This is an optimization exercise on Yosys and OpenROAD, whose aim is small area, not a production implementation.
The RTL was checked by simulation tests, not by an equivalence proof against the original design.
Power figures rest on the tool's default switching activity, not on a simulated workload.

==> module fifo_ctl_top, before the edit <==
module fifo_ctl_top
(
    input  logic        clk,
    input  logic        rst,
    input  logic [63:0] i_rx_data,           
    input  logic        i_rx_valid,
    output logic [31:0] o_tx_data,
    output logic [1:0]  o_tx_tag,            
    output logic [1:0]  o_tx_ctx,
    output logic        o_tx_valid,
    input  logic        i_tx_ready
);
    logic        magic_ok;
    logic        is_loop;
    logic        is_cmd;
    logic [15:0] cmd_addr;
    logic [15:0] cmd_mask;
    logic [15:0] cmd_value;
    logic [2:0]  off;
    logic        rw_hit;
    logic        ro_hit;
    logic        do_read;
    logic        do_write;
    assign magic_ok  = i_rx_valid && (i_rx_data[7:0] == 8'h77);
    assign is_loop   = magic_ok && (i_rx_data[9:8] == 2'b10);
    assign is_cmd    = magic_ok && (i_rx_data[9:8] == 2'b11);
    assign cmd_addr  = i_rx_data[31:16];
    assign cmd_mask  = {i_rx_data[39:32], i_rx_data[47:40]};
    assign cmd_value = {i_rx_data[55:48], i_rx_data[63:56]};
    assign off       = cmd_addr[2:0];
    assign rw_hit    = cmd_addr[15] && (cmd_addr[14:3] == 12'd0) && (off != 3'd7);
    assign ro_hit    = !cmd_addr[15] && (cmd_addr[14:4] == 11'd0) && (cmd_addr[3:0] != 4'hf);
    assign do_read   = is_cmd && i_rx_data[12];
    assign do_write  = is_cmd && i_rx_data[13] && rw_hit;
    logic [7:0]  rw_b [0:7];
    logic [15:0] send_count;
    logic        send_en;
    logic        do_count;
    logic        resp_afull;
    assign send_count = {rw_b[5], rw_b[4]};
    assign send_en    = rw_b[2][0];
    assign do_count   = !do_read && !do_write && !resp_afull && send_en &&
                        (send_count != 16'h0000);
    logic [15:0] count_dec;
    assign count_dec = send_count - 16'd1;
    logic [7:0] v_par [0:1];
    logic [7:0] m_par [0:1];
    logic [7:0] touch;
    assign v_par[0] = off[0] ? cmd_value[15:8] : cmd_value[7:0];
    assign v_par[1] = off[0] ? cmd_value[7:0]  : cmd_value[15:8];
    assign m_par[0] = off[0] ? cmd_mask[15:8]  : cmd_mask[7:0];
    assign m_par[1] = off[0] ? cmd_mask[7:0]   : cmd_mask[15:8];
    always_comb
        for (int b = 0; b < 8; b++)
            touch[b] = do_write && ((b < 7 && off == 3'(b)) || (b > 0 && off == 3'(b - 1)));
    always_ff @(posedge clk)
    begin
        for (int b = 0; b < 8; b++)
            for (int j = 0; j < 8; j++)
            begin
                if (rst)
                    rw_b[b][j] <= (b == 0) ? 1'((8'hcd >> j) & 1) :
                                  (b == 1) ? 1'((8'hef >> j) & 1) : 1'b0;
                else if (touch[b] && m_par[b % 2][j])
                    rw_b[b][j] <= v_par[b % 2][j];
                else if (do_count && (b == 4 || b == 5))
                    rw_b[b][j] <= count_dec[(b - 4) * 8 + j];
            end
    end
    logic [15:0] rw_rd;          
    logic [19:0] resp_in;
    always_comb
    begin
        logic [7:0] ev;
        logic [7:0] od;
        ev = rw_b[{off[2:1] + 2'(off[0]), 1'b0}];
        od = rw_b[{off[2:1], 1'b1}];
        rw_rd = off[0] ? {od, ev} : {ev, od};
    end
    always_comb
    begin
        if (do_read)
            resp_in = rw_hit ? {1'b1, off, rw_rd} : {3'b000, ro_hit, cmd_addr};
        else
            resp_in = {4'b1111, send_count};
    end
    function automatic logic [15:0] ro_data(input logic hit, input logic [3:0] a);
        logic [127:0] img;
        logic [7:0]   lo;
        logic [7:0]   hi;
        img = 128'hc0ffee01_0005_0201_00000010_0000_ab89;
        lo  = img[{a, 3'b000} +: 8];
        hi  = img[{a + 4'd1, 3'b000} +: 8];
        if (hit)
            ro_data = {lo, hi};
        else
            ro_data = 16'h0000;
    endfunction
    logic [33:0] loop_mem [0:15];
    logic [19:0] resp_mem [0:15];
    logic [4:0]  loop_wp, loop_rp, resp_wp, resp_rp;
    logic [4:0]  loop_wp_nx, loop_rp_nx, resp_wp_nx, resp_rp_nx;
    logic [4:0]  resp_cnt_nx;                
    logic        loop_ne, resp_ne;           
    logic        loop_full, resp_full;       
    logic        resp_af;                    
    logic        loop_wr, resp_wr;
    logic        loop_pop, resp_pop;
    logic        load_ok;
    assign resp_afull = resp_af;
    assign load_ok  = !o_tx_valid || i_tx_ready;
    assign loop_pop = load_ok && loop_ne;
    assign resp_pop = load_ok && !loop_ne && resp_ne;
    assign loop_wr = !rst && is_loop && (!loop_full || loop_pop);
    assign resp_wr = !rst && (do_read || do_count) && (!resp_full || resp_pop);
    assign loop_wp_nx  = loop_wp + 5'(loop_wr);
    assign loop_rp_nx  = loop_rp + 5'(loop_pop);
    assign resp_wp_nx  = resp_wp + 5'(resp_wr);
    assign resp_rp_nx  = resp_rp + 5'(resp_pop);
    assign resp_cnt_nx = resp_wp - resp_rp_nx;
    always_ff @(posedge clk)
    begin
        if (rst)
        begin
            loop_wp   <= '0;
            loop_rp   <= '0;
            loop_ne   <= 1'b0;
            loop_full <= 1'b0;
            resp_wp   <= '0;
            resp_rp   <= '0;
            resp_ne   <= 1'b0;
            resp_full <= 1'b0;
            resp_af   <= 1'b0;
        end
        else
        begin
            loop_wp   <= loop_wp_nx;
            loop_rp   <= loop_rp_nx;
            loop_ne   <= (loop_wp != loop_rp_nx);
            loop_full <= ((loop_wp_nx ^ loop_rp_nx) == 5'b10000);
            resp_wp   <= resp_wp_nx;
            resp_rp   <= resp_rp_nx;
            resp_ne   <= (resp_wp != resp_rp_nx);
            resp_full <= ((resp_wp_nx ^ resp_rp_nx) == 5'b10000);
            resp_af   <= (resp_cnt_nx >= 5'd12);
        end
    end
    always_ff @(posedge clk)
    begin
        if (loop_wr)
            loop_mem[loop_wp[3:0]] <= {i_rx_data[11:10], i_rx_data[63:32]};
        if (resp_wr)
            resp_mem[resp_wp[3:0]] <= resp_in;
    end
    logic [33:0] loop_head;
    logic [19:0] resp_head;
    logic [31:0] resp_word;
    always_comb
    begin
        loop_head = '0;
        resp_head = '0;
        for (int i = 0; i < 16; i++)
        begin
            loop_head = loop_head | ({34{loop_ne && loop_rp[3:0] == 4'(i)}} & loop_mem[i]);
            resp_head = resp_head | ({20{!loop_ne && resp_rp[3:0] == 4'(i)}} & resp_mem[i]);
        end
    end
    always_comb
    begin
        if (!resp_head[19])
            resp_word = {resp_head[15:0], ro_data(resp_head[16], resp_head[3:0])};
        else if (resp_head[18:16] == 3'd7)
            resp_word = {16'hfffe, resp_head[15:0]};
        else
            resp_word = {13'h1000, resp_head[18:16], resp_head[15:0]};
    end
    logic tag_resp;
    always_ff @(posedge clk)
    begin
        if (rst)
            o_tx_valid <= 1'b0;
        else if (load_ok)
            o_tx_valid <= loop_pop || resp_pop;
    end
    always_ff @(posedge clk)
    begin
        if (loop_pop || resp_pop)
        begin
            o_tx_data <= loop_head[31:0] | resp_word;
            o_tx_ctx  <= loop_head[33:32];
            tag_resp  <= !loop_ne;
        end
    end
    assign o_tx_tag = {1'b1, tag_resp};
endmodule
clock: 4.0 ns
lec_check: 0
cap_margin: 0
core_margin: 2
core_utilization: 55
cts_buf_list: sky130_fd_sc_hd__clkbuf_16
cts_cluster_diameter: 100
cts_cluster_size: 30
slew_margin: 0
standard.sh (not shown) runs the stock make flow with config.mk's settings and CLKGATE_MAP_FILE= SYNTH_SCRIPT=/design/flow/synth_recipe.tcl, a recipe that flattens the netlist after the stock synthesis.
==> flow/flow/run.sh <==
#!/bin/bash
# Standard layout with three changes: the port buffers are buf_2 cells instead of
# the default delay buffer; power recovery downsizes gates off the critical paths
# after global routing; and a hook after global routing repairs any slew,
# capacitance or setup violations that left. Every tool's output goes to its own
# log in this folder.
set -o pipefail
export BUFFER_PORTS_ARGS="-buffer_cell sky130_fd_sc_hd__buf_2"
export RECOVER_POWER=100
export POST_GLOBAL_ROUTE_TCL="$(pwd)/flow/post_grt.tcl"
bash standard.sh > standard.log 2>&1
==> flow/flow/post_grt.tcl <==
# Runs at the end of global routing, after power recovery has downsized gates off the
# critical paths: fix any slew, capacitance or setup violations the downsizing left,
# then route the changed nets again and rewrite the route guides.
puts "post_grt: repair after power recovery"
log_cmd estimate_parasitics -global_routing
log_cmd global_route -start_incremental
log_cmd repair_design -slew_margin 10 -cap_margin 10 -match_cell_footprint -verbose
log_cmd detailed_placement
log_cmd global_route -end_incremental -congestion_report_file $::env(REPORTS_DIR)/congestion_post_grt_hook1.rpt
log_cmd estimate_parasitics -global_routing
log_cmd global_route -start_incremental
log_cmd repair_timing -setup -setup_margin 0.1 -repair_tns 100 -match_cell_footprint -verbose
log_cmd detailed_placement
log_cmd global_route -end_incremental -congestion_report_file $::env(REPORTS_DIR)/congestion_post_grt_hook2.rpt
log_cmd estimate_parasitics -global_routing
report_tns
report_wns
log_cmd write_guides $::env(RESULTS_DIR)/route.guide
The first run passed the timing, DRC and antenna checks.
Next try:
--- a/flow/design.v
+++ b/flow/design.v
@@ -97,75 +97,85 @@
         else
             ro_data = 16'h0000;
     endfunction
     logic [33:0] loop_mem [0:15];
     logic [19:0] resp_mem [0:15];
-    logic [4:0]  loop_wp, loop_rp, resp_wp, resp_rp;
-    logic [4:0]  loop_wp_nx, loop_rp_nx, resp_wp_nx, resp_rp_nx;
-    logic [4:0]  resp_cnt_nx;                
+    logic [3:0]  loop_wp, loop_rp, resp_wp, resp_rp;
+    logic [4:0]  loop_cnt, resp_cnt;         
+    logic        loop_pend, resp_pend;       
     logic        loop_ne, resp_ne;           
     logic        loop_full, resp_full;       
     logic        resp_af;                    
+    logic [4:0]  loop_cnt_nx, resp_cnt_nx;
     logic        loop_wr, resp_wr;
     logic        loop_pop, resp_pop;
     logic        load_ok;
     assign resp_afull = resp_af;
     assign load_ok  = !o_tx_valid || i_tx_ready;
     assign loop_pop = load_ok && loop_ne;
     assign resp_pop = load_ok && !loop_ne && resp_ne;
+    assign loop_cnt_nx = loop_cnt + 5'(loop_pend) - 5'(loop_pop);
+    assign resp_cnt_nx = resp_cnt + 5'(resp_pend) - 5'(resp_pop);
     assign loop_wr = !rst && is_loop && (!loop_full || loop_pop);
     assign resp_wr = !rst && (do_read || do_count) && (!resp_full || resp_pop);
-    assign loop_wp_nx  = loop_wp + 5'(loop_wr);
-    assign loop_rp_nx  = loop_rp + 5'(loop_pop);
-    assign resp_wp_nx  = resp_wp + 5'(resp_wr);
-    assign resp_rp_nx  = resp_rp + 5'(resp_pop);
-    assign resp_cnt_nx = resp_wp - resp_rp_nx;
     always_ff @(posedge clk)
     begin
         if (rst)
         begin
             loop_wp   <= '0;
             loop_rp   <= '0;
+            loop_cnt  <= '0;
+            loop_pend <= 1'b0;
             loop_ne   <= 1'b0;
             loop_full <= 1'b0;
             resp_wp   <= '0;
             resp_rp   <= '0;
+            resp_cnt  <= '0;
+            resp_pend <= 1'b0;
             resp_ne   <= 1'b0;
             resp_full <= 1'b0;
             resp_af   <= 1'b0;
         end
         else
         begin
-            loop_wp   <= loop_wp_nx;
-            loop_rp   <= loop_rp_nx;
-            loop_ne   <= (loop_wp != loop_rp_nx);
-            loop_full <= ((loop_wp_nx ^ loop_rp_nx) == 5'b10000);
-            resp_wp   <= resp_wp_nx;
-            resp_rp   <= resp_rp_nx;
-            resp_ne   <= (resp_wp != resp_rp_nx);
-            resp_full <= ((resp_wp_nx ^ resp_rp_nx) == 5'b10000);
+            loop_cnt  <= loop_cnt_nx;
+            loop_pend <= loop_wr;
+            loop_ne   <= (loop_cnt_nx != 5'd0);
+            loop_full <= (loop_cnt_nx + 5'(loop_wr) == 5'd16);
+            resp_cnt  <= resp_cnt_nx;
+            resp_pend <= resp_wr;
+            resp_ne   <= (resp_cnt_nx != 5'd0);
+            resp_full <= (resp_cnt_nx + 5'(resp_wr) == 5'd16);
             resp_af   <= (resp_cnt_nx >= 5'd12);
+            if (loop_wr)
+                loop_wp <= loop_wp + 4'd1;
+            if (resp_wr)
+                resp_wp <= resp_wp + 4'd1;
+            if (loop_pop)
+                loop_rp <= loop_rp + 4'd1;
+            if (resp_pop)
+                resp_rp <= resp_rp + 4'd1;
         end
     end
     always_ff @(posedge clk)
     begin
         if (loop_wr)
-            loop_mem[loop_wp[3:0]] <= {i_rx_data[11:10], i_rx_data[63:32]};
+            loop_mem[loop_wp] <= {i_rx_data[11:10], i_rx_data[63:32]};
         if (resp_wr)
-            resp_mem[resp_wp[3:0]] <= resp_in;
+            resp_mem[resp_wp] <= resp_in;
     end
     logic [33:0] loop_head;
     logic [19:0] resp_head;
     logic [31:0] resp_word;
     always_comb
     begin
         loop_head = '0;
         resp_head = '0;
         for (int i = 0; i < 16; i++)
         begin
-            loop_head = loop_head | ({34{loop_ne && loop_rp[3:0] == 4'(i)}} & loop_mem[i]);
-            resp_head = resp_head | ({20{!loop_ne && resp_rp[3:0] == 4'(i)}} & resp_mem[i]);
+            loop_head = loop_head | ({34{loop_ne && loop_rp == 4'(i)}} & loop_mem[i]);
+            resp_head = resp_head | ({20{!loop_ne && resp_rp == 4'(i)}} & resp_mem[i]);
         end
     end
     always_comb
     begin
         if (!resp_head[19])
Outcome:
- routed wire length falls by 1.2%
- total power rises by 11%
- sequential cell count rises by 8
- clock power falls by about 3%
- core utilization hardly moves
- via count falls by 1.6%
- die area rises by 0.82%
- clock-buffer cell count falls by 1
- worst setup slack improved by 12 ps
- sequential power rises by about 4%
- design area rises by 0.43%
- register-to-register slack barely changes
- critical path depth rises by 1

## static timing again, ports no longer ideal
No port has a modelled driver above. Below, the same layouts with a new extraction and two added sets of constraints. Step 1 (the two cells are an assumption about what drives the block):
set clk [get_ports {clk}]
set_driving_cell -lib_cell sky130_fd_sc_hd__clkbuf_16 $clk
set_driving_cell -lib_cell sky130_fd_sc_hd__buf_2 [delete_from_list [all_inputs] $clk]
Step 2 moves the port delays by t, midway between the first and last clock arrival at a register: inputs arrive t later, outputs are due t later. That takes back most of the time a late clock gives input paths. Slacks: ideal ports / drivers / drivers and shift; pairs: ideal ports / drivers.
run | t, ns | setup WS [ns] | hold WS [ns] | clock arrival spread, ns
the first run | 0.691 | 0.247 / 0.247 / -0.288 | 0.473 / 0.473 / 0.473 | 0.040 / 0.040
the second run | 0.675 | 0.259 / 0.259 / -0.306 | 0.402 / 0.358 / 0.471 | 0.028 / 0.028
With both steps, setup timing fails in the first run and the second run, where it was met with ideal ports. For the second run, which loses most, drivers alone change the setup slack by 0.000 ns; drivers and shift together by -0.565 ns.
